Background: an optimization exercise with open tools, aiming at small area. Do not read the settings as production practice. Function was checked by simulation only, so behaviour that the tests miss may differ from the original. Power figures rest on the tool's default switching activity, not on a simulated workload.

==> module regfile_mp, before the edit <==
module regfile_mp #(
  parameter int XLEN = 32,
  parameter int NREG = 32,
  parameter int NRD  = 2,
  localparam int AW  = $clog2(NREG)
) (
  input  logic                iClk,
  input  logic                iRstN,
  input  logic                iWriteEn,
  input  logic [AW-1:0]       iRdAddr,
  input  logic [XLEN-1:0]     iWriteData,
  input  logic                iIssueEn,
  input  logic [AW-1:0]       iIssueRd,
  input  logic [NRD-1:0]      iReadEn,
  input  logic [NRD*AW-1:0]   iRsAddr,
  output logic [NRD*XLEN-1:0] oRsData,
  output logic [NRD-1:0]      oRsBusy,
  output logic [NREG-1:0]     oBusyVec
);
  logic [XLEN-1:0] regs_reg [NREG];
  logic [NREG-1:0] busy_reg;
  logic [NREG-1:0] valid_reg;
  logic [NREG-1:0] wr_dec;
  logic [NREG-1:0] iss_dec;
  logic [NREG-1:0] rd_ok;
  always_comb begin
    for (int r = 0; r < NREG; r++) begin
      wr_dec[r]  = iWriteEn && (iRdAddr == AW'(r)) && (r != 0);
      iss_dec[r] = iIssueEn && (iIssueRd == AW'(r)) && (r != 0);
    end
  end
  logic [NREG-1:0] wr_dec_n;
  assign wr_dec_n = ~wr_dec;
  assign regs_reg[0] = '0;
  for (genvar r = 1; r < NREG; r++) begin : g_reg
    logic [XLEN-1:0] data_reg;
    logic [XLEN-1:0] d;
    for (genvar b = 0; b < XLEN; b++) begin : g_b
      rf_hold u_hold (.q(data_reg[b]), .keep(wr_dec_n[r]), .wd(iWriteData[b]),
                      .we(wr_dec[r]), .d(d[b]));
    end
    always_ff @(posedge iClk) begin
      data_reg <= d;
    end
    assign regs_reg[r] = data_reg;
  end
  always_ff @(posedge iClk or negedge iRstN) begin
    if (!iRstN) begin
      busy_reg  <= '0;
      valid_reg <= '0;
    end else begin
      busy_reg  <= (busy_reg & ~wr_dec) | iss_dec;
      valid_reg <= valid_reg | wr_dec;
    end
  end
  assign oBusyVec = {busy_reg[NREG-1:1], 1'b0};
  assign rd_ok = valid_reg & ~wr_dec;
  genvar gi, gb;
  generate
    for (gi = 0; gi < NRD; gi++) begin : g_rd
      logic [AW-1:0]   rd_addr;
      logic            rd_hit;
      logic            byp;
      logic [NREG-1:0] dsel;
      assign rd_addr = iRsAddr[gi*AW +: AW];
      assign rd_hit  = iReadEn[gi] && (rd_addr != '0);
      assign byp     = iRstN && rd_hit && iWriteEn && (iRdAddr == rd_addr);
      always_comb begin
        for (int r = 0; r < NREG; r++) begin
          dsel[r] = iReadEn[gi] && (rd_addr == AW'(r)) && rd_ok[r];
        end
      end
      assign oRsBusy[gi] = rd_hit && (byp ? (iIssueEn && (iIssueRd == rd_addr))
                                          : busy_reg[rd_addr]);
      for (gb = 0; gb < XLEN; gb++) begin : g_bit
        logic [NREG-1:0] col;
        for (genvar r = 1; r < NREG; r++) begin : g_col
          assign col[r] = regs_reg[r][gb];
        end
        assign col[0] = iWriteData[gb];
        rf_rdbit u_bit (
          .sel ({dsel[NREG-1:1], byp}),
          .d   (col),
          .y   (oRsData[gi*XLEN + gb])
        );
      end
    end
  endgenerate
endmodule
==> module rf_hold, before the edit <==
module rf_hold (input logic q, keep, wd, we, output logic d);
  assign d = (q & keep) | (wd & we);
endmodule
clock: 6.0 ns
lec_check: 0
cap_margin: 20
core_margin: 2
core_utilization: 60
place_density: 0.7
setup_slack_margin: 0.2
slew_margin: 20
synth_hierarchical: 1
standard.sh (not shown) runs the stock make flow with config.mk's settings and CLKGATE_MAP_FILE= SYNTH_SCRIPT=/design/flow/synth_recipe.tcl, a recipe that flattens the netlist after the stock synthesis.
==> flow/flow/run.sh <==
#!/bin/bash
set -euo pipefail
CTS="-sink_clustering_enable -repair_clock_nets -dont_use_dummy_load"
CTS="$CTS -sink_clustering_size 30 -sink_clustering_max_diameter 80"
CTS="$CTS -buf_list {sky130_fd_sc_hd__clkbuf_8 sky130_fd_sc_hd__clkbuf_16}"
bash standard.sh \
  "BUFFER_PORTS_ARGS=-buffer_cell sky130_fd_sc_hd__buf_1" \
  "CTS_ARGS=$CTS" \
  finish > flow_make.log 2>&1
Change:
--- a/flow/design.v
+++ b/flow/design.v
@@ -29,20 +29,10 @@
       iss_dec[r] = iIssueEn && (iIssueRd == AW'(r)) && (r != 0);
     end
   end
-  logic [NREG-1:0] wr_dec_n;
-  assign wr_dec_n = ~wr_dec;
-  assign regs_reg[0] = '0;
-  for (genvar r = 1; r < NREG; r++) begin : g_reg
-    logic [XLEN-1:0] data_reg;
-    logic [XLEN-1:0] d;
-    for (genvar b = 0; b < XLEN; b++) begin : g_b
-      rf_hold u_hold (.q(data_reg[b]), .keep(wr_dec_n[r]), .wd(iWriteData[b]),
-                      .we(wr_dec[r]), .d(d[b]));
+  always_ff @(posedge iClk) begin
+    for (int r = 1; r < NREG; r++) begin
+      if (wr_dec[r]) regs_reg[r] <= iWriteData;
     end
-    always_ff @(posedge iClk) begin
-      data_reg <= d;
-    end
-    assign regs_reg[r] = data_reg;
   end
   always_ff @(posedge iClk or negedge iRstN) begin
     if (!iRstN) begin
@@ -115,9 +105,6 @@
 module rf_nand2 (input logic a, b, output logic y);
   assign y = ~(a & b);
 endmodule
-module rf_hold (input logic q, keep, wd, we, output logic d);
-  assign d = (q & keep) | (wd & we);
-endmodule
 module rf_or3 (input logic a, b, c, output logic y);
   assign y = a | b | c;
 endmodule
After rerunning: Synthesized cell count is lower by 28%; synthesized area climbs by 3.1%; power came out lower by 18%; maximum frequency goes up by 1.4%; utilization is lower by 0.98 points.

## static timing again, ports no longer ideal
The flow's constraints put no driver on any port. The routed layouts listed below were extracted and timed again, unchanged, in two steps. Step 1: set_driving_cell puts a clkbuf_16 on iClk and a buf_2 on each other input, an assumption about the parent block. Step 2 also shifts input and output timing later by t, the mid clock arrival at the registers, as if the neighbouring blocks saw the same clock. Slacks: no drivers / after step 1 / after step 2; pairs: no drivers / after step 1.
run | t (ns) | setup slack, ns | worst hold slack (ns)
the first run | 0.702 | 0.163 / 0.130 / 0.130 | 0.462 / 0.462 / 0.462
the second run | 0.681 | 0.246 / 0.220 / 0.220 | 0.472 / 0.472 / 0.472
After both steps setup and hold are still met in every run listed. For the first run, which loses most, drivers alone change the setup slack by -0.033 ns; drivers and shift together by -0.033 ns.
